Source: an optimization exercise on an open RTL-to-GDS flow (aim: small area, a short achievable clock period and few clock cycles per item). Production flows keep margins and buffers that such runs may drop. Function was checked by simulation only, so behaviour that the tests miss may differ from the original. Power is estimated from default activity; no workload was simulated.

## design.v

```verilog
package arbc_pkg;
  localparam int IdxW       = 4;
  localparam int MatrixSize = 1 << IdxW;
  localparam int InTdataW  = 32;
  localparam int InTuserW  = 2;
  localparam int OutTdataW = 8;
  localparam int QDepth = 5;
  typedef logic [IdxW-1:0]       idx_t;
  typedef logic [MatrixSize-1:0] word_t;
  function automatic word_t onehot(idx_t i);
    word_t w;
    for (int k = 0; k < 16; k++) w[k] = (i == idx_t'(k));
    onehot = w;
  endfunction
  function automatic word_t span_mask(idx_t first, idx_t last);
    word_t w;
    for (int k = 0; k < 16; k++) begin
      w[k] = (k >= int'(first)) && (k <= int'(last));
    end
    span_mask = w;
  endfunction
endpackage
module arbc_border (
  input  arbc_pkg::word_t rm_i,         
  input  arbc_pkg::word_t rows_out_i,   
  input  logic            nz_i,
  input  arbc_pkg::word_t col_f_i,
  input  arbc_pkg::word_t col_l_i,
  output logic            ok_o
);
  assign ok_o = nz_i && (rows_out_i == '0)
             && ((col_f_i & rm_i) != '0) && ((col_f_i & ~rm_i) == '0)
             && ((col_l_i & rm_i) != '0) && ((col_l_i & ~rm_i) == '0);
endmodule
module arbc_matrix (
  input  logic             clk_i,
  input  logic             rst_ni,
  input  logic             clr_i,
  input  logic             we_i,
  input  arbc_pkg::idx_t   row_i,
  input  arbc_pkg::idx_t   col_i,
  input  logic             cell_i,
  input  arbc_pkg::word_t  sel_r_i,    
  input  arbc_pkg::word_t  sel_cf_i,   
  input  arbc_pkg::word_t  sel_cl_i,   
  output arbc_pkg::word_t  rows_o,     
  output logic             nz_o,       
  output arbc_pkg::word_t  col_f_o,    
  output arbc_pkg::word_t  col_l_o     
);
  localparam int N = arbc_pkg::MatrixSize;
  logic [N-1:0][N-1:0] m_q;    
  logic [N-1:0]        rv_q;
  arbc_pkg::word_t row_dec, col_dec, wr_row, wdat;
  arbc_pkg::word_t rsel, nzr;
  assign row_dec = arbc_pkg::onehot(row_i);
  assign col_dec = arbc_pkg::onehot(col_i);
  assign wr_row  = we_i ? row_dec : '0;
  assign wdat    = cell_i ? col_dec : '0;
  always_ff @(posedge clk_i or negedge rst_ni) begin
    if (!rst_ni) begin
      rv_q <= '0;
    end else if (clr_i) begin
      rv_q <= '0;
    end else begin
      rv_q <= rv_q | wr_row;
    end
  end
  always_ff @(posedge clk_i) begin
    for (int r = 0; r < N; r++) begin
      for (int c = 0; c < N; c++) begin
        if (wr_row[r] && (col_dec[c] || !rv_q[r])) begin
          m_q[r][c] <= wdat[c];
        end
      end
    end
  end
  assign rsel = sel_r_i & rv_q;
  always_comb begin
    rows_o = '0;
    for (int r = 0; r < N; r++) begin
      nzr[r]     = rv_q[r] && (m_q[r] != '0);
      rows_o     = rows_o | (rsel[r] ? m_q[r] : '0);
      col_f_o[r] = rv_q[r] && ((m_q[r] & sel_cf_i) != '0);
      col_l_o[r] = rv_q[r] && ((m_q[r] & sel_cl_i) != '0);
    end
  end
  assign nz_o = (sel_r_i & ~nzr) == '0;
endmodule
module align_rectangle_border_check (
  input  logic                           clk_i,
  input  logic                           rst_ni,
  input  logic                           s_axis_tvalid,
  output logic                           s_axis_tready,
  input  logic [arbc_pkg::InTdataW-1:0]  s_axis_tdata,
  input  logic [arbc_pkg::InTuserW-1:0]  s_axis_tuser,
  output logic                           m_axis_tvalid,
  input  logic                           m_axis_tready,
  output logic [arbc_pkg::OutTdataW-1:0] m_axis_tdata
);
  localparam int D = arbc_pkg::QDepth;
  logic rdy_q;
  logic in_acc, in_clr, in_we, in_qry;
  arbc_pkg::idx_t in_rf, in_rl, in_cf, in_cl;
  assign in_acc = s_axis_tvalid && rdy_q;
  assign in_clr = in_acc && (s_axis_tuser == 2'd0);
  assign in_we  = in_acc && (s_axis_tuser == 2'd1);
  assign in_qry = in_acc && (s_axis_tuser == 2'd2);
  assign in_rf = s_axis_tdata[12:9];
  assign in_rl = s_axis_tdata[16:13];
  assign in_cf = s_axis_tdata[20:17];
  assign in_cl = s_axis_tdata[24:21];
  arbc_pkg::word_t rows, col_f, col_l;
  logic            nz;
  arbc_matrix u_matrix (
    .clk_i   (clk_i),
    .rst_ni  (rst_ni),
    .clr_i   (in_clr),
    .we_i    (in_we),
    .row_i   (s_axis_tdata[3:0]),
    .col_i   (s_axis_tdata[7:4]),
    .cell_i  (s_axis_tdata[8]),
    .sel_r_i (arbc_pkg::onehot(in_rf) | arbc_pkg::onehot(in_rl)),
    .sel_cf_i(arbc_pkg::onehot(in_cf)),
    .sel_cl_i(arbc_pkg::onehot(in_cl)),
    .rows_o  (rows),
    .nz_o    (nz),
    .col_f_o (col_f),
    .col_l_o (col_l)
  );
  logic            s2_qry_q;
  arbc_pkg::word_t s2_rows_out_q, s2_col_f_q, s2_col_l_q;
  logic            s2_nz_q;
  arbc_pkg::word_t s2_rm_q;
  always_ff @(posedge clk_i or negedge rst_ni) begin
    if (!rst_ni) begin
      s2_qry_q <= 1'b0;
    end else begin
      s2_qry_q <= in_qry;
    end
  end
  always_ff @(posedge clk_i) begin
    s2_rows_out_q <= rows & ~arbc_pkg::span_mask(in_cf, in_cl);
    s2_col_f_q    <= col_f;
    s2_col_l_q    <= col_l;
    s2_nz_q       <= nz;
    s2_rm_q       <= arbc_pkg::span_mask(in_rf, in_rl);
  end
  logic ok;
  arbc_border u_border (
    .rm_i       (s2_rm_q),
    .rows_out_i (s2_rows_out_q),
    .nz_i       (s2_nz_q),
    .col_f_i    (s2_col_f_q),
    .col_l_i    (s2_col_l_q),
    .ok_o       (ok)
  );
  logic s3_qry_q, s3_flag_q;
  always_ff @(posedge clk_i or negedge rst_ni) begin
    if (!rst_ni) begin
      s3_qry_q <= 1'b0;
    end else begin
      s3_qry_q <= s2_qry_q;
    end
  end
  always_ff @(posedge clk_i) begin
    s3_flag_q <= ok;
  end
  logic [D-1:0] q_v_q, q_d_q;
  logic [D-1:0] v_pop, v_hold, d_pop, d_hold;
  always_comb begin
    for (int i = 0; i < D; i++) begin
      if (i == D - 1) begin
        v_pop[i] = s3_qry_q && q_v_q[i];
        d_pop[i] = s3_flag_q;
      end else begin
        v_pop[i] = q_v_q[i+1] || (s3_qry_q && (q_v_q[i] || (i == 0)));
        d_pop[i] = q_v_q[i+1] ? q_d_q[i+1] : s3_flag_q;
      end
      if (i == 0) begin
        v_hold[i] = q_v_q[i] || s3_qry_q;
      end else begin
        v_hold[i] = q_v_q[i] || (s3_qry_q && q_v_q[i-1]);
      end
      d_hold[i] = q_v_q[i] ? q_d_q[i] : s3_flag_q;
    end
  end
  always_ff @(posedge clk_i or negedge rst_ni) begin
    if (!rst_ni) begin
      q_v_q <= '0;
    end else begin
      q_v_q <= m_axis_tready ? v_pop : v_hold;
    end
  end
  always_ff @(posedge clk_i) begin
    q_d_q <= m_axis_tready ? d_pop : d_hold;
  end
  logic [1:0] n_pipe;
  logic       rdy_d;
  assign n_pipe = 2'(s2_qry_q) + 2'(s3_qry_q);
  assign rdy_d  = !q_v_q[D - 2 - 32'(n_pipe)];
  always_ff @(posedge clk_i or negedge rst_ni) begin
    if (!rst_ni) begin
      rdy_q <= 1'b0;
    end else begin
      rdy_q <= rdy_d;
    end
  end
  assign s_axis_tready = rdy_q;
  assign m_axis_tvalid = q_v_q[0];
  assign m_axis_tdata  = {{(arbc_pkg::OutTdataW - 1){1'b0}}, q_d_q[0]};
endmodule
```

## constraint.sdc

```tcl
create_clock -name core_clock -period 4.5 [get_ports {clk_i}]
set_input_delay 0.9000 -clock core_clock [delete_from_list [all_inputs] [get_ports {clk_i}]]
set_output_delay 0.9000 -clock core_clock [all_outputs]
set_load 0.01 [all_outputs]
```

## run.sh

```bash
#!/bin/bash
# synth_recipe.tcl (not shown) runs the flow's synth.tcl, then flattens the netlist and writes it again
# the make line also repeats each setting of config.mk as NAME=value (left out here)
make -C /OpenROAD-flow-scripts/flow DESIGN_CONFIG=/design/flow/config.mk WORK_HOME=/design/flow/orfs CLKGATE_MAP_FILE= SYNTH_SCRIPT=/design/flow/synth_recipe.tcl finish
```

## config.mk

```make
export PLATFORM = sky130hd
export DESIGN_NAME = align_rectangle_border_check
export DESIGN_NICKNAME = align_rectangle_border_check
export VERILOG_FILES = /design/flow/design.v
export SDC_FILE = /design/flow/constraint.sdc
export NUM_CORES = 4
export LEC_CHECK = 0
export CAP_MARGIN = 20
export CORE_MARGIN = 2
export CORE_UTILIZATION = 45
export SETUP_SLACK_MARGIN = 1.5
export SLEW_MARGIN = 20
```

==> out/summary.txt, run 1 <==
Initial Util: 45.6%
Peak VDD IR: 0.269 mV
Die width: 210 um
Clk Latency, worst-skew pair: 0.59 ns
Num rows: 75
Mapped Cells: 1,765
CTS sink cnt: 351
DRT Pass-1 Iters: 10
Slew headroom: 31.7%
Remaining DRCs: 0
Final Critical Period: 3.10 ns
Synth area leader: edfxtp_1
Seq. cell area: 9720 sq um
Count leader, synth: a21oi_1
Hold bufs inserted after CTS: 0
Fin crit share: 69.0%
Leak: 7.69 nW
Fill cell count: 3,760
Final Max Tran Viols: 0
Number of flops mapped to enable cells by yosys: 257
Routability cong.: 1.10
Crit Path Class: primary input to register
Area grow syn2layout: 14.7%
Yosys reg bits: 351
Hold Fails Final Rpt: 0
Area contributors post-synth: edfxtp_1 (40%), dfxtp_1 (7.3%), a21oi_1 (7.1%)
First DRT Iteration DRCs: 4,338
Routed via count: 19,425
Worst-Margin Slew: 1.02 ns
Nature of the critical path startpoint: primary input
Global-route wire length before repair: 145 mm
Gr ovfl total: 0
Synth top cells by count: a21oi_1 (272), edfxtp_1 (257), a22oi_1 (117)
IO Pins: 48
Core Box Area: 41,900 sq um
PnR worst setup slack: 1.40 ns
Avg Inst Size Synth: 10.8 sq um
Max-cap violations: 0
Total Neg Setup Slack: 0 ns
Clk root buf: clkbuf_16
Yosys warnings: 2
Initial antenna violation count: 7
CTS buffer count: 40
Run status: complete, no violations
TritonCTS clock tree: built
Setup Viol. Count Final: 0
Die area: 44,200 sq um
Final #Nets: 1,835
Largest net degree at the start of global routing: 29
FFs w/ async S/R, synth: 6.84%
CP required: 4.77 ns
Mapped Area: 19,100 sq um
Clk slew on worst S/H paths: 0.06 ns
Post-Route WL: 108 mm
Worst Skew: 0.0186 ns
Yosys cell types: 73
Input/output buffers: 33
Share of the synthesized area in the top cell type: 40.4%
Hold Slack: 0.407 ns
Multi-input gate area: 8580 sq um
WL/cell: 45.4 um
Post-Place Worst Slack: 0.746 ns
CTS H-tree depth: 2
Final non-filler cell total: 2,369
Worst-case clock buffer depth: 3
GR Util All Layers: 48.0%
Max Clock Freq: 0.322 GHz
Fraction of layout cells with a size suffix above 1: 15.2%
Die H: 210 um
Critical-path maximum fanout: 17
Endpoint type of the worst setup path: register
Main synth FF type: edfxtp_1
RSZ-0062 raised after global routing: true
Vias per cell: 8.20
Data arrival, critical path: 3.37 ns
Pwr per Cell Area: 351 nW/um^2
Sequential area share after synthesis: 50.8%
HPWL after DPL: 72.7 mm
Vias in the first global route: 17,799
Worst min-delay path class: register to register
Dpl cells: 2,290
Antenna Nets Post-Route: 0
[cell families after synthesis]
logic type               Yosys count  synth area share (%)
AO/OA/AOI/OAI                    822                  30.3
adder cells (fa/ha/maj)            1                0.0654
AND/OR/NAND/NOR                  355                  12.4
flip-flops                       351                  50.8
other                              1                0.0196
buffers and inverters            220                  5.49
multiplexers                      15                 0.864
[final timing paths]
path                                               end               start  cells past startpoint  slack [ns]
min reg2reg                         s3_qry_q$_DFF_PN0_  s2_qry_q$_DFF_PN0_                      0        0.41
min                                 s3_qry_q$_DFF_PN0_  s2_qry_q$_DFF_PN0_                      0        0.41
max in group asynchronous   u_matrix.rv_q[2]$_DFF_PN0_              rst_ni                      1        3.35
max                        u_matrix.m_q[128]$_DFFE_PP_     s_axis_tuser[0]                      6        1.40
max reg2reg                u_matrix.m_q[128]$_DFFE_PP_     rdy_q$_DFF_PN0_                      5        1.78
min in group asynchronous   u_matrix.rv_q[3]$_DFF_PN0_              rst_ni                      1        0.50
[critical path, stage by stage]
cell and delay (ns):
clkdlybuf4s50_1 0.49, and4b_1 0.31, nand2_1 0.08, nor2_1 0.52
nand2_1 0.67, a21oi_1 0.38
[repair_timing]
action | in CTS | in global routing
gates resized for setup | 14 | 18
buffers inserted | 3 | 0
pin swaps | 2 | 0
setup endpoints to repair | 18 | 102
[area by class of cell]
class / instances / share of cell area [%]
Clock buffer: 57 / 5.66
Tap cell: 539 / 3.08
Timing Repair Buffer: 171 / 6.61
Inverter: 32 / 0.548
Sequential cell: 351 / 44.3
Multi-Input combinational cell: 1200 / 39.1
Antenna cell: 4 / 0.0456
Clock inverter: 15 / 0.605
[power by group]
| group | internal, mW | total [mW] | switching (mW) |
|---|---|---|---|
| logic | 0.221 | 0.684 | 0.463 |
| registers | 3.49 | 3.59 | 0.0948 |
| clock network | 2.04 | 3.43 | 1.40 |
| total | 5.75 | 7.70 | 1.96 |
[registers in the layout, summed over array words and instances (netlist names)]
register and flops:
s2_nz_q 1, s3_qry_q 1, s2_col_l_q 16, q_d_q 5
s2_rm_q 16, rdy_q 1, s2_qry_q 1, s2_rows_out_q 16
q_v_q 5, u_matrix.rv_q 16, u_matrix.m_q 256, s2_col_f_q 16
s3_flag_q 1
[metrics by stage]
stage               total power, mW  utilization (%)  cell area, sq um
floorplan                      3.96                -             19100
global placement               4.28             48.8             20500
detailed placement             4.28             48.8             20500
CTS                            7.64             52.1             21900
global route                   7.81             52.3             21900
finish                         7.70             52.3             21900
[cells in the final DEF, fill, tap and decap left out, types with 24 or more instances in the layout]
master / instances
a21oi_1: 272
edfxtp_1: 257
buf_4: 131
a22oi_1: 117
a22o_1: 114
a221oi_1: 100
nor2_1: 73
dfxtp_1: 70
nor4_1: 68
nand2_1: 48
a31oi_1: 47
clkbuf_16: 45
o211ai_1: 32
inv_1: 31
and3_1: 25
dfrtp_1: 24
[layer usage]
metal / track usage (%) / up-vias / routed length [um]
met5: 0 / - / 35
met4: 28.2 / 6 / 7930
met3: 20.9 / 516 / 18600
met2: 66.3 / 2095 / 42600
met1: 62.2 / 9456 / 38500
li1: - / 7352 / -
Testbench counts, summed over its fixed seeds: cycles 24,099, items 24,075.
==> run 2: changes to the inputs <==
--- a/config.mk
+++ b/config.mk
@@ -9,4 +9,4 @@
 export CORE_MARGIN = 2
 export CORE_UTILIZATION = 45
-export SETUP_SLACK_MARGIN = 1.5
+export SETUP_SLACK_MARGIN = 2.0
 export SLEW_MARGIN = 20
==> out/summary.txt, run 2 <==
Synth top cells by count: a21oi_1 (272), edfxtp_1 (257), a22oi_1 (117)
RSZ-0062 raised after global routing: true
Run status: complete, no violations
Most frequent cells in the layout: a21oi_1 (272), edfxtp_1 (257), buf_4 (121)
DRT Pass-1 Iters: 7 (-3)
CTS H-tree depth: 2 (unchanged)
CP top delay family: buffers and inverters
Fin crit share: 57.1% (-12 points)
Clk root buf: clkbuf_16
HPWL after DPL: 73.4 mm (+1.1%)
Hold Slack: 0.385 ns (-0.0221 ns)
Avg Inst Size Synth: 10.8 sq um (unchanged)
Register with the most flip-flops: u_matrix.m_q
Share of the synthesized area in the top cell type: 40.4% (unchanged)
Yosys cell types: 73 (unchanged)
Met1 Use GR: 60.8% (-1.4 points)
Switching pwr: 1.94 mW (-0.66%)
Die width: 210 um (unchanged)
Clk pwr share: 42.9% (-1.7 points)
GR peak layer: met2
P_int: 5.60 mW (-2.6%)
Synth area leader: edfxtp_1
Slowest-stage cell, CP: clkdlybuf4s50_1
Mapped Cells: 1,765 (unchanged)
Worst Skew: 0.0185 ns (-0.000139 ns)
Clk slew on worst S/H paths: 0.06 ns (about the same)
Antenna Nets Post-Route: 0 (unchanged)
Worst-Margin Slew: 0.962 ns (-0.0619 ns)
Gr ovfl total: 0 (unchanged)
Slew headroom: 35.8% (+4.1 points)
Clk Latency, worst-skew pair: 0.59 ns (about the same)
Initial antenna violation count: 8 (+1)
Hold Fails Final Rpt: 0 (unchanged)
Logic pwr share: 9.5% (+0.6 points)
Final Critical Period: 2.57 ns (-0.536 ns)
Worst-case clock buffer depth: 3 (unchanged)
Yosys warnings: 2 (unchanged)
Vias in the first global route: 18,009 (+1.2%)
IO Pins: 48 (unchanged)
Routability cong.: 1.05 (-4.8%)
CP required: 4.78 ns (about the same)
Mapped Area: 19,100 sq um (unchanged)
Final #Nets: 1,850 (+0.82%)
WL/cell: 45.3 um (-0.24%)
R2R Setup Slk: 1.96 ns (+0.18 ns)
Seq pwr share: 47.6% (+1.1 points)
Yosys reg bits: 351 (unchanged)
Die area: 44,200 sq um (unchanged)
CP peak stage delay: 0.95 ns (+0.28 ns)
GR Util met2: 68.2% (+1.8 points)
Count leader, synth: a21oi_1
Peak VDD IR: 0.264 mV (-2.1%)
Setup Viol. Count Final: 0 (unchanged)
CTS buffer count: 39 (-2.5%)
Commonest non-fill, non-tap cell in the layout: a21oi_1
Data arrival, critical path: 2.85 ns (-0.52 ns)
Initial Util: 45.6% (unchanged)
Leak: 7.84 nW (+1.9%)
Main synth FF type: edfxtp_1
GR Util All Layers: 48.2% (+0.16 points)
Pwr per Cell Area: 335 nW/um^2 (-4.5%)
Routing usage on met3: 21.0% (+0.074 points)
CTS sink cnt: 351 (unchanged)
Post-Route WL: 108 mm (+0.52%)
Max Clock Freq: 0.389 GHz (+21%)
Largest net degree at the start of global routing: 29 (unchanged)
Global-route wire length before repair: 145 mm (+0.17%)
Endpoint type of the worst setup path: register
Number of flops mapped to enable cells by yosys: 257 (unchanged)
Total Neg Setup Slack: 0 ns (unchanged)
Max-cap violations: 0 (unchanged)
Max FFs per register: 256 (unchanged)
FFs w/ async S/R, synth: 6.84% (unchanged)
Vias per cell: 8.24 (+0.52%)
Num rows: 75 (unchanged)
Hold bufs inserted after CTS: 0 (unchanged)
WP buf/inv: 1 (unchanged)
Core Box Area: 41,900 sq um (unchanged)
Critical-path maximum fanout: 17 (unchanged)
Area contributors post-synth: edfxtp_1 (40%), dfxtp_1 (7.3%), a21oi_1 (7.1%)
Nature of the critical path startpoint: primary input
Fraction of layout cells with a size suffix above 1: 19.6% (+4.4 points)
Input/output buffers: 33 (unchanged)
Final Max Tran Viols: 0 (unchanged)
First DRT Iteration DRCs: 4,088 (-5.8%)
Worst min-delay path class: register to register
Crit Path Class: primary input to register
Switch share: 25.8% (+0.37 points)
TritonCTS clock tree: built
Cell Chain, Critical Path: clkdlybuf4s50_1 > nor2b_4 > nand2_2 > a21oi_1
Total power: 7.54 mW (-2.1%)
Routed via count: 19,675 (+1.3%)
Die H: 210 um (unchanged)
Area grow syn2layout: 17.5%
Remaining DRCs: 0 (unchanged)
Sequential area share after synthesis: 50.8% (unchanged)
==> run 2: logic make-up (layout without fill, tap and decap cells) <==
kind of cell / Yosys count / in the layout / synth area share, %
simple gates: 355 / 355 / 12.4
other cells: 1 / 14 / 0.0196
fa+ha+maj: 1 / 1 / 0.0654
flops: 351 / 351 / 50.8
mux: 15 / 15 / 0.864
buf+inv: 220 / 290 / 5.49
compound gates: 822 / 822 / 30.3
==> run 2: worst register-to-register path: cells and delay by family, from the launching register on <==
family	cells	cell delay (ns)
DFF	1	0.88
and+or+nand+nor	2	0.76
AOI/OAI and AO/OA	2	0.54
buffers and inverters	1	0.25
==> run 2: repair_timing <==
action,in CTS,in global routing
buffers inserted,4,10
resized for setup,122,72
endpoints found under the setup margin,361,254
pin swaps,2,1
gates cloned,1,2
==> run 2: path summary, 6_finish.rpt <==
kind | from | end | depth (start not counted)
setup / recovery | s_axis_tdata[1] | u_matrix.m_q[99]$_DFFE_PP_ | 4
hold / removal | s2_qry_q$_DFF_PN0_ | s3_qry_q$_DFF_PN0_ | 0
setup reg to reg | u_matrix.rv_q[6]$_DFF_PN0_ | s2_nz_q$_DFF_P_ | 5
hold reg to reg | s2_qry_q$_DFF_PN0_ | s3_qry_q$_DFF_PN0_ | 0
max in group asynchronous | rst_ni | u_matrix.rv_q[2]$_DFF_PN0_ | 1
min in group asynchronous | rst_ni | u_matrix.rv_q[14]$_DFF_PN0_ | 1
==> run 2: area by class of cell <==
cell class                 instances  area (sq um)
multi-input combinational       1200          8860
fill                            3717         19500
sequential                       351          9730
inverter                          32           120
antenna                            7          17.5
clock inverter                    13          71.3
clock buffer                      58          1210
timing repair buffer             187          1790
tap                              539           674
==> run 2: through the flow <==
| step | setup WS, ns | utilization, % | cell area, sq um | std cells |
|---|---|---|---|---|
| global placement | 0.705 | 48.7 | 20400 | 2292 |
| detailed placement | 0.707 | 48.7 | 20400 | 2292 |
| global route | 1.91 | 53.6 | 22500 | 2380 |
| CTS | 1.84 | 52.5 | 22000 | 2368 |
| finish | 1.93 | 53.6 | 22500 | 2387 |
| floorplan | 2.05 | - | 19200 | 1771 |
==> run 2: metal layers <==
layer,vias up,part of all wire [%]
met2,2029,41
met1,9676,36
met4,8,7.7
met5,-,0.10
li1,7403,-
met3,559,15
==> run 2: power by group through the flow <==
stage	registers, mW	logic (mW)	clock network [mW]
floorplan	3.58	0.382	0
global placement	3.65	0.627	0
detailed placement	3.65	0.632	0
CTS	3.58	0.651	3.22
global route	3.59	0.727	3.34
finish	3.59	0.719	3.23
==> run 3: changes to the inputs <==
--- a/config.mk
+++ b/config.mk
@@ -9,4 +9,4 @@
 export CORE_MARGIN = 2
 export CORE_UTILIZATION = 45
-export SETUP_SLACK_MARGIN = 2.0
+export SETUP_SLACK_MARGIN = 2.4
 export SLEW_MARGIN = 20
==> out/summary.txt, run 3 <==
Run status: complete, no violations
Vias per cell: 8.16 (-0.98%)
DRT Pass-1 Iters: 11 (+4)
WL/cell: 45.0 um (-0.76%)
Die width: 210 um (unchanged)
Worst-case clock buffer depth: 3 (unchanged)
Num rows: 75 (unchanged)
Count leader, synth: a21oi_1
Initial antenna violation count: 9 (+1)
Clk root buf: clkbuf_16
Max-cap violations: 0 (unchanged)
Final Critical Period: 2.23 ns (-0.342 ns)
Data arrival, critical path: 2.65 ns (-0.20 ns)
Most frequent cells in the layout: edfxtp_1 (257), a21oi_1 (199), buf_4 (154)
Nature of the critical path startpoint: primary input
Total Neg Setup Slack: 0 ns (unchanged)
CTS H-tree depth: 2 (unchanged)
Routability cong.: 1.08 (+2.9%)
Routed via count: 20,347 (+3.4%)
R2R Setup Slk: 2.35 ns (+0.39 ns)
Adder-cell share of the synthesized area: 0.0654% (unchanged)
Worst Skew: 0.0212 ns (+0.00268 ns)
Critical-path maximum fanout: 8 (-9)
Fin crit share: 49.5% (-7.6 points)
Fraction of layout cells with a size suffix above 1: 35.1% (+15 points)
Max Clock Freq: 0.449 GHz (+15%)
Pwr per Cell Area: 310 nW/um^2 (-7.6%)
IO Pins: 48 (unchanged)
Peak VDD IR: 0.299 mV (+14%)
Endpoint type of the worst setup path: register
Die area: 44,200 sq um (unchanged)
Area contributors post-synth: edfxtp_1 (40%), dfxtp_1 (7.3%), a21oi_1 (7.1%)
CTS sink cnt: 351 (unchanged)
Antenna Nets Post-Route: 0 (unchanged)
Commonest non-fill, non-tap cell in the layout: edfxtp_1
Register with the most flip-flops: u_matrix.m_q
GR Util All Layers: 49.4% (+1.3 points)
HPWL after DPL: 71.5 mm (-2.7%)
FFs w/ async S/R, synth: 6.84% (unchanged)
Setup Viol. Count Final: 0 (unchanged)
Reg2reg path depth: 5 (unchanged)
CP required: 4.93 ns (+0.15 ns)
Yosys warnings: 2 (unchanged)
Post-Route WL: 112 mm (+3.6%)
Share of the synthesized area in the top cell type: 40.4% (unchanged)
Area grow syn2layout: 33.8%
TritonCTS clock tree: built
Largest family of logic cells by synthesized area: compound AO/OA/AOI/OAI gates
Avg Inst Size Synth: 10.8 sq um (unchanged)
Leak: 8.92 nW (+14%)
Synth top cells by count: a21oi_1 (272), edfxtp_1 (257), a22oi_1 (117)
Core Box Area: 41,900 sq um (unchanged)
Post-synthesis mux area share: 0.864% (unchanged)
RSZ-0062 raised after global routing: true
Post-synthesis compound-gate area fraction: 30.3% (unchanged)
Worst min-delay path class: primary input to asynchronous set/reset pin
CP peak stage delay: 0.41 ns (-0.54 ns)
Sequential area share after synthesis: 50.8% (unchanged)
Cell Chain, Critical Path: buf_12 > buf_12 > buf_12 > and4bb_2 > o21a_4 > a22o_1 > a221oi_4 > a31oi_2
Mapped Cells: 1,765 (unchanged)
Clk slew on worst S/H paths: 0.06 ns (about the same)
CTS buffer count: 40 (+2.6%)
Main synth FF type: edfxtp_1
Remaining DRCs: 0 (unchanged)
Mapped Area: 19,100 sq um (unchanged)
Slew headroom: 38.2% (+2.4 points)
Initial Util: 45.6% (unchanged)
Synth area leader: edfxtp_1
Yosys reg bits: 351 (unchanged)
Total power: 7.94 mW (+5.3%)
Crit Path Class: primary input to register
Yosys cell types: 73 (unchanged)
Slowest-stage cell, CP: a221oi_4
Global-route wire length before repair: 150 mm (+3.2%)
Top cell by count, worst path: buf_12
Number of flops mapped to enable cells by yosys: 257 (unchanged)
Gr ovfl total: 0 (unchanged)
Xor-xnor portion of the synthesized cell area: 0% (unchanged)
Input/output buffers: 33 (unchanged)
Final Max Tran Viols: 0 (unchanged)
Final #Nets: 1,962 (+6.1%)
Hold bufs inserted after CTS: 0 (unchanged)
First DRT Iteration DRCs: 4,491 (+9.9%)
Worst r2r src: u_matrix.rv_q[9]$_DFF_PN0_
Clk Latency, worst-skew pair: 0.60 ns (about the same)
Largest net degree at the start of global routing: 29 (unchanged)
Hold Fails Final Rpt: 0 (unchanged)
Fill cell count: 3,397 (-8.6%)
Vias in the first global route: 18,600 (+3.3%)
Reg-to-Reg End: s2_nz_q$_DFF_P_
Max FFs per register: 256 (unchanged)
Die H: 210 um (unchanged)
Worst-Margin Slew: 0.927 ns (-0.0357 ns)
Post-synthesis simple-gate area fraction: 12.4% (unchanged)
-- run 3: cell counts after synthesis --
No cell type changed its count.
-- run 3: timing repair --
item / in CTS / in global routing
cloned: 8 / 6
resized for setup: 337 / 160
setup endpoints to repair: 582 / 354
setup buffers: 93 / 38
pin swaps: 64 / 56
-- run 3: how the worst max path moves through the flow --
stage,start,depth (start not counted),end,slack [ns]
after detailed placement,s_axis_tdata[14],7,s2_rows_out_q[0]$_DFF_P_,0.68
after CTS,s_axis_tdata[16],8,s2_rows_out_q[4]$_DFF_P_,2.35
after global placement,s_axis_tdata[14],7,s2_rows_out_q[5]$_DFF_P_,0.67
final,s_axis_tdata[10],8,s2_rows_out_q[7]$_DFF_P_,2.27
after floorplan,s_axis_tdata[11],8,s2_rows_out_q[10]$_DFF_P_,2.22
after global routing,s_axis_tdata[10],9,s2_rows_out_q[3]$_DFF_P_,2.30
-- run 3: where the power goes --
part | switching [mW] | internal (mW)
logic | 0.565 | 0.337
clock network | 1.44 | 2.01
registers | 0.0979 | 3.49
total | 2.10 | 5.84
-- run 3: layout make-up --
type	instances	area [sq um]	area share, %
Antenna cell	1	2.50	0.00978
Sequential cell	351	9750	38.1
Tap cell	539	674	2.63
Clock buffer	51	1120	4.39
Inverter	32	120	0.469
Clock inverter	21	231	0.904
Timing Repair Buffer	293	3330	13.0
Multi-Input combinational cell	1205	10400	40.5
-- run 3: cells by family after synthesis --
logic type,Yosys count
AO/OA/AOI/OAI,822
AND/OR/NAND/NOR,355
flip-flops,351
buffers and inverters,220
multiplexers,15
adder cells (fa/ha/maj),1
other,1
-- run 3: critical path, delay by kind of cell --
kind / cells / cell delay, ns
simple gates: 1 / 0.27
compound gates: 4 / 1.08
buf+inv: 3 / 0.38
-- run 3: routing by layer --
metal / vias to the layer above / part of all wire, % / track usage, % / routed length [um]
met3: 680 / 17 / 23.4 / 18800
li1: 7634 / - / - / -
met1: 9871 / 34 / 60.8 / 38200
met2: 2150 / 40 / 69.3 / 44900
met5: - / 0.11 / 0 / 128
met4: 12 / 9.0 / 31.9 / 10100
-- run 3: through the flow --
stage	hold slack [ns]	area (sq um)	utilization [%]	instances	setup slack [ns]
floorplan	0.360	20300	-	1771	2.22
global placement	0.373	20900	49.8	2274	0.673
detailed placement	0.385	20900	49.8	2274	0.680
CTS	0.401	24400	58.3	2447	2.35
global route	0.269	25600	61.0	2492	2.30
finish	0.245	25600	61.0	2493	2.27
==> run 4: changes to the inputs <==
--- a/config.mk
+++ b/config.mk
@@ -8,5 +8,7 @@
 export CAP_MARGIN = 20
 export CORE_MARGIN = 2
-export CORE_UTILIZATION = 45
+export CORE_UTILIZATION = 55
+export CTS_CLUSTER_DIAMETER = 60
+export CTS_CLUSTER_SIZE = 30
 export SETUP_SLACK_MARGIN = 2.4
 export SLEW_MARGIN = 20
==> out/summary.txt, run 4 <==
Mapped Area: 19,100 sq um (unchanged)
Die H: 190 um (-9.4%)
Hold Path Depth: 0
Final non-filler cell total: 2,350 (-5.7%)
Worst Skew: 0.0386 ns (+0.0174 ns)
Num rows: 68 (-9.3%)
Slowest-stage cell, CP: dfrtp_2
Dpl cells: 2,187 (-3.8%)
Worst min-delay path class: register to register
Global-route wire length before repair: 144 mm (-3.8%)
Fill cell count: 2,466 (-27%)
Routability cong.: 1.19 (+9.6%)
TritonCTS clock tree: built
Area grow syn2layout: 25.7%
HPWL after DPL: 68.5 mm (-4.1%)
CP peak stage delay: 0.67 ns (+0.26 ns)
Crit Path Class: register to register
Cell Chain, Critical Path: inv_1 > a41oi_2 > o22ai_1 > or4_1 > nor2_1
Endpoint type of the worst setup path: register
Hold Fails Final Rpt: 0 (unchanged)
Most frequent cells in the layout: edfxtp_1 (257), a21oi_1 (177), buf_4 (157)
Yosys reg bits: 351 (unchanged)
Count leader, synth: a21oi_1
Run status: complete, no violations
Share of the synthesized area in the top cell type: 40.4% (unchanged)
Pwr per Cell Area: 298 nW/um^2 (-3.8%)
Synth area leader: edfxtp_1
Total power: 7.17 mW (-9.7%)
Max FFs per register: 256 (unchanged)
Total Neg Setup Slack: 0 ns (unchanged)
Yosys cell types: 73 (unchanged)
Initial Util: 55.6% (+10 points)
Remaining DRCs: 0 (unchanged)
Hold bufs inserted after CTS: 0 (unchanged)
Final Critical Period: 2.24 ns (+0.0159 ns)
Gr ovfl total: 0 (unchanged)
CP top delay family: simple AND/OR/NAND/NOR gates
Leak: 8.30 nW (-7.0%)
Worst-case clock buffer depth: 3 (unchanged)
Antenna Nets Post-Route: 0 (unchanged)
IO Pins: 48 (unchanged)
Die width: 190 um (-9.4%)
Yosys warnings: 2 (unchanged)
Area contributors post-synth: edfxtp_1 (40%), dfxtp_1 (7.3%), a21oi_1 (7.1%)
First DRT Iteration DRCs: 5,163 (+15%)
Routed via count: 20,651 (+1.5%)
CTS buffer count: 28 (-30%)
RSZ-0062 raised after global routing: true
FFs w/ async S/R, synth: 6.84% (unchanged)
Slew headroom: 30.6% (-7.6 points)
Core Box Area: 34,400 sq um (-18%)
CP required: 5.07 ns (+0.14 ns)
Vias per cell: 8.79 (+7.7%)
CTS H-tree depth: 1 (-1)
Mapped Cells: 1,765 (unchanged)
Largest net degree at the start of global routing: 29 (unchanged)
Post-Route WL: 106 mm (-5.2%)
Max-cap violations: 0 (unchanged)
Clk Latency, worst-skew pair: 0.62 ns (+0.02 ns)
Avg Inst Size Synth: 10.8 sq um (unchanged)
Worst-Margin Slew: 1.04 ns (+0.114 ns)
Final Max Tran Viols: 0 (unchanged)
DRT Pass-1 Iters: 14 (+3)
Nature of the critical path startpoint: register
Fin crit share: 49.8% (+0.35 points)
WL/cell: 45.2 um (+0.55%)
Synth top cells by count: a21oi_1 (272), edfxtp_1 (257), a22oi_1 (117)
Fraction of layout cells with a size suffix above 1: 32.0% (-3.0 points)
Critical-path maximum fanout: 19 (+11)
Setup Viol. Count Final: 0 (unchanged)
Clk slew on worst S/H paths: 0.09 ns (+0.03 ns)
Vias in the first global route: 19,083 (+2.6%)
Initial antenna violation count: 15 (+6)
Final #Nets: 1,903 (-3.0%)
Die area: 36,300 sq um (-18%)
Max Clock Freq: 0.446 GHz (-0.71%)
Register with the most flip-flops: u_matrix.m_q
Stages on the worst setup path: 5 (-3)
Commonest non-fill, non-tap cell in the layout: edfxtp_1
WP buf/inv: 1 (-2)
Sequential area share after synthesis: 50.8% (unchanged)
Main synth FF type: edfxtp_1
Data arrival, critical path: 2.81 ns (+0.16 ns)
GR Util All Layers: 57.5% (+8.1 points)
Input/output buffers: 33 (unchanged)
Reg2reg path depth: 5 (unchanged)
CTS sink cnt: 351 (unchanged)
Clk root buf: clkbuf_16
Number of flops mapped to enable cells by yosys: 257 (unchanged)
Peak VDD IR: 0.379 mV (+27%)
-- run 4: cell counts after synthesis --
No cell type changed its count.
-- run 4: per-layer routing --
metal / vias up / track usage, % / part of all wire [%]
li1: 7525 / - / -
met1: 9547 / 66.8 / 31
met2: 2570 / 77.8 / 38
met3: 989 / 33.3 / 19
met4: 20 / 42.2 / 12
met5: - / 5.08 / 0.42
-- run 4: where the power goes --
part / switching [mW] / internal (mW) / total [mW]
registers: 0.111 / 3.49 / 3.60
logic: 0.524 / 0.288 / 0.812
clock network: 1.48 / 1.28 / 2.76
total: 2.11 / 5.06 / 7.17
-- run 4: worst paths after layout --
kind | slack [ns] | from | endpoint
max | 2.26 | u_matrix.rv_q[8]$_DFF_PN0_ | s2_nz_q$_DFF_P_
min | 0.39 | s2_qry_q$_DFF_PN0_ | s3_qry_q$_DFF_PN0_
max reg2reg | 2.26 | u_matrix.rv_q[8]$_DFF_PN0_ | s2_nz_q$_DFF_P_
min reg2reg | 0.39 | s2_qry_q$_DFF_PN0_ | s3_qry_q$_DFF_PN0_
max in group asynchronous | 3.26 | rst_ni | u_matrix.rv_q[3]$_DFF_PN0_
min in group asynchronous | 0.47 | rst_ni | u_matrix.rv_q[9]$_DFF_PN0_
-- run 4: timing repair --
item                       CTS  global route
cloned                       4             2
resized for setup          267           121
setup endpoints to repair  585           365
buffers inserted            73            23
pin swaps                   36            23
-- run 4: logic make-up after synthesis --
logic type      count (synthesis)  synth area share, %
mux                            15                0.864
simple gates                  355                 12.4
buf+inv                       220                 5.49
other cells                     1               0.0196
flops                         351                 50.8
fa+ha+maj                       1               0.0654
compound gates                822                 30.3
-- run 4: stage by stage --
step           utilization [%]  hold slack (ns)  instance area [sq um]  worst slack (ns)
2_1_floorplan                -            0.360                  20300              2.22
3_3_place_gp              60.4            0.371                  20800             0.730
3_5_place_dp              60.4            0.373                  20800             0.723
4_1_cts                   68.0            0.396                  23400              2.30
5_1_grt                   69.9            0.416                  24000              2.33
6_report                  70.0            0.393                  24100              2.26
-- run 4: final cells by class --
| cell class | instances | area (sq um) | area share [%] |
|---|---|---|---|
| Inverter | 32 | 123 | 0.510 |
| Timing Repair Buffer | 249 | 2570 | 10.7 |
| Sequential cell | 351 | 9750 | 40.5 |
| Multi-Input combinational cell | 1202 | 9990 | 41.5 |
| Clock inverter | 23 | 307 | 1.27 |
| Tap cell | 455 | 569 | 2.37 |
| Antenna cell | 9 | 22.5 | 0.0936 |
| Clock buffer | 29 | 714 | 2.97 |
==> run 5: changes to the inputs <==
--- a/config.mk
+++ b/config.mk
@@ -11,4 +11,4 @@
 export CTS_CLUSTER_DIAMETER = 60
 export CTS_CLUSTER_SIZE = 30
-export SETUP_SLACK_MARGIN = 2.4
+export SETUP_SLACK_MARGIN = 2.3
 export SLEW_MARGIN = 20
==> out/summary.txt, run 5 <==
Run status: complete, no violations
GR Util All Layers: 55.1% (-2.5 points)
Clk root buf: clkbuf_16
Most frequent cells in the layout: a21oi_1 (269), edfxtp_1 (257), a22o_1 (114)
Share of the synthesized area in the top cell type: 40.4% (unchanged)
Global-route wire length before repair: 138 mm (-4.3%)
Antenna Nets Post-Route: 0 (unchanged)
DRT Pass-1 Iters: 13 (-1)
Dpl cell area: 20,300 sq um (-2.5%)
Routed via count: 20,098 (-2.7%)
Final Max Tran Viols: 0 (unchanged)
Final #Nets: 1,816 (-4.6%)
Yosys reg bits: 351 (unchanged)
Register with the most flip-flops: u_matrix.m_q
Gr ovfl total: 0 (unchanged)
Synth top cells by count: a21oi_1 (272), edfxtp_1 (257), a22oi_1 (117)
Input/output buffers: 33 (unchanged)
Post-Route WL: 103 mm (-2.9%)
Area contributors post-synth: edfxtp_1 (40%), dfxtp_1 (7.3%), a21oi_1 (7.1%)
Count leader, synth: a21oi_1
Yosys cell types: 73 (unchanged)
Number of flops mapped to enable cells by yosys: 257 (unchanged)
Slew headroom: 31.7% (+1.1 points)
Critical-path maximum fanout: 18 (-1)
Pwr per Cell Area: 317 nW/um^2 (+6.2%)
Data arrival, critical path: 2.87 ns (+0.06 ns)
CTS buffer count: 27 (-3.6%)
CTS H-tree depth: 1 (unchanged)
Remaining DRCs: 0 (unchanged)
Post-route cell area: 22,500 sq um (-6.5%)
IO Pins: 48 (unchanged)
Sequential area share after synthesis: 50.8% (unchanged)
RSZ-0062 raised after global routing: true
Hold Fails Final Rpt: 0 (unchanged)
FFs w/ async S/R, synth: 6.84% (unchanged)
Worst min-delay path class: register to register
Mapped Cells: 1,765 (unchanged)
Crit Path Class: register to register
Max Clock Freq: 0.430 GHz (-3.6%)
Total Neg Setup Slack: 0 ns (unchanged)
Peak VDD IR: 0.342 mV (-9.7%)
Synth area leader: edfxtp_1
Fin crit share: 51.7% (+1.8 points)
Die H: 190 um (unchanged)
Nature of the critical path startpoint: register
Worst-Margin Slew: 1.02 ns (-0.0158 ns)
Initial antenna violation count: 15 (unchanged)
Die area: 36,300 sq um (unchanged)
Max FFs per register: 256 (unchanged)
Main synth FF type: edfxtp_1
Mapped Area: 19,100 sq um (unchanged)
Clk Latency, worst-skew pair: 0.62 ns (about the same)
Hold Slack: 0.395 ns (+0.00148 ns)
Vias in the first global route: 18,060 (-5.4%)
TritonCTS clock tree: built
Vias per cell: 8.90 (+1.3%)
Worst Skew: 0.0261 ns (-0.0125 ns)
Yosys warnings: 2 (unchanged)
Initial Util: 55.6% (unchanged)
Worst-case clock buffer depth: 3 (unchanged)
Clk slew on worst S/H paths: 0.09 ns (about the same)
Area grow syn2layout: 17.5%
Fraction of layout cells with a size suffix above 1: 21.2% (-11 points)
Max-cap violations: 0 (unchanged)
WL/cell: 45.7 um (+1.1%)
CTS sink cnt: 351 (unchanged)
Leak: 7.76 nW (-6.5%)
Setup Viol. Count Final: 0 (unchanged)
HPWL after DPL: 66.7 mm (-2.7%)
Commonest non-fill, non-tap cell in the layout: a21oi_1
Largest net degree at the start of global routing: 29 (unchanged)
Die width: 190 um (unchanged)
Routability cong.: 1.14 (-4.1%)
Core Box Area: 34,400 sq um (unchanged)
First DRT Iteration DRCs: 4,939 (-4.3%)
Num rows: 68 (unchanged)
Reg2reg path depth: 5 (unchanged)
Endpoint type of the worst setup path: register
Final Critical Period: 2.33 ns (+0.0828 ns)
Avg Inst Size Synth: 10.8 sq um (unchanged)
Hold Path Depth: 0 (unchanged)
CP required: 5.05 ns (-0.02 ns)
## run 5: changes by cell type in the layout (fill, tap and decap cells not counted), moves of 7 or more
cell and change:
a221oi_2 -9, a31oi_1 -10, buf_12 -21, a221oi_1 +10, a21oi_2 -93, a21oi_1 +92, nor2_4 -8, buf_4 -68
nand2_1 +7
## run 5: worst max-delay path, cell delays in order (launching register included)
cell and delay (ns):
dfrtp_2 0.64, inv_1 0.21, a41oi_1 0.66, o22ai_1 0.17, or4_1 0.48, nor2_1 0.10
## run 5: metrics by stage
| step | std cells | setup WS [ns] | total power, mW | utilization, % |
|---|---|---|---|---|
| after floorplan | 1771 | 2.21 | 3.98 | - |
| after global placement | 2168 | 0.791 | 4.25 | 58.8 |
| after detailed placement | 2169 | 0.759 | 4.26 | 58.9 |
| after CTS | 2244 | 2.21 | 6.99 | 64.2 |
| after global routing | 2254 | 2.22 | 7.21 | 65.4 |
| final | 2257 | 2.17 | 7.12 | 65.4 |
## run 5: cell families after synthesis
logic type	Yosys count	synth area share (%)
adder cells (fa/ha/maj)	1	0.0654
other	1	0.0196
multiplexers	15	0.864
AO/OA/AOI/OAI	822	30.3
flip-flops	351	50.8
AND/OR/NAND/NOR	355	12.4
buffers and inverters	220	5.49
## run 5: worst paths after layout
path	start	to	slack, ns
max	u_matrix.rv_q[10]$_DFF_PN0_	s2_nz_q$_DFF_P_	2.17
min in group asynchronous	rst_ni	u_matrix.rv_q[14]$_DFF_PN0_	0.46
min reg2reg	s2_qry_q$_DFF_PN0_	s3_qry_q$_DFF_PN0_	0.39
min	s2_qry_q$_DFF_PN0_	s3_qry_q$_DFF_PN0_	0.39
max reg2reg	u_matrix.rv_q[10]$_DFF_PN0_	s2_nz_q$_DFF_P_	2.17
max in group asynchronous	rst_ni	u_matrix.rv_q[6]$_DFF_PN0_	3.31
## run 5: layout make-up
class,instances,area (sq um)
diodes,4,10.0
clock buffers,27,676
clock inverters,23,354
fillers,2636,11900
inverters,32,120
multi-input cells,1203,9400
flip-flops and latches,351,9730
well taps,455,569
repair buffers,162,1620
## run 5: power breakdown
part / switching, mW / internal [mW] / leakage, nW
registers: 0.0927 / 3.49 / 3.39
logic: 0.499 / 0.243 / 3.87
clock network: 1.53 / 1.26 / 0.497
total: 2.13 / 4.99 / 7.76
## run 5: layer usage
layer	GRT usage, %	vias up	share of wire, %
met5	3.57	-	0.46
met4	36.6	26	9.8
met3	30.3	795	19
met2	74.0	2506	38
met1	67.1	9442	32
li1	-	7329	-
## run 5: timing repair
| item | CTS | global route |
|---|---|---|
| buffers inserted | 23 | 8 |
| pin swaps | 16 | 5 |
| cloned | 2 | 1 |
| endpoints found under the setup margin | 580 | 435 |
| hold buffers | 0 | 0 |
| gates resized for setup | 217 | 77 |

-- static timing again, ports no longer ideal --
No port has a modelled driver above. Below, the same layouts with a new extraction and two added sets of constraints. Step 1 assumes that a clkbuf_16 drives the clock port and a buf_2 every other input. Step 2 also shifts input and output timing later by t, the mid clock arrival at the registers, as if the neighbouring blocks saw the same clock. a / b / c = no drivers / after step 1 / after step 2; a / b = the first two.
| run | t (ns) | setup slack, ns | worst hold slack (ns) | worst setup path after step 2 | slew at the worst register clock pin (ns) |
|---|---|---|---|---|---|
| run 1 | 0.634 | 1.396 / 1.423 / 0.789 | 0.407 / 0.407 / 0.407 | input to register | 0.07 / 0.07 |
| run 2 | 0.639 | 1.932 / 1.945 / 1.306 | 0.385 / 0.385 / 0.385 | input to register | 0.07 / 0.07 |
| run 3 | 0.647 | 2.273 / 2.267 / 1.620 | 0.245 / 0.208 / 0.393 | input to register | 0.07 / 0.07 |
| run 4 | 0.665 | 2.258 / 2.258 / 1.641 | 0.393 / 0.393 / 0.393 | input to register | 0.09 / 0.09 |
| run 5 | 0.661 | 2.175 / 2.175 / 1.587 | 0.395 / 0.395 / 0.395 | input to register | 0.10 / 0.10 |
After both steps setup and hold are still met in every run listed. For run 3, which loses most, drivers alone change the setup slack by -0.006 ns; drivers and shift together by -0.653 ns.
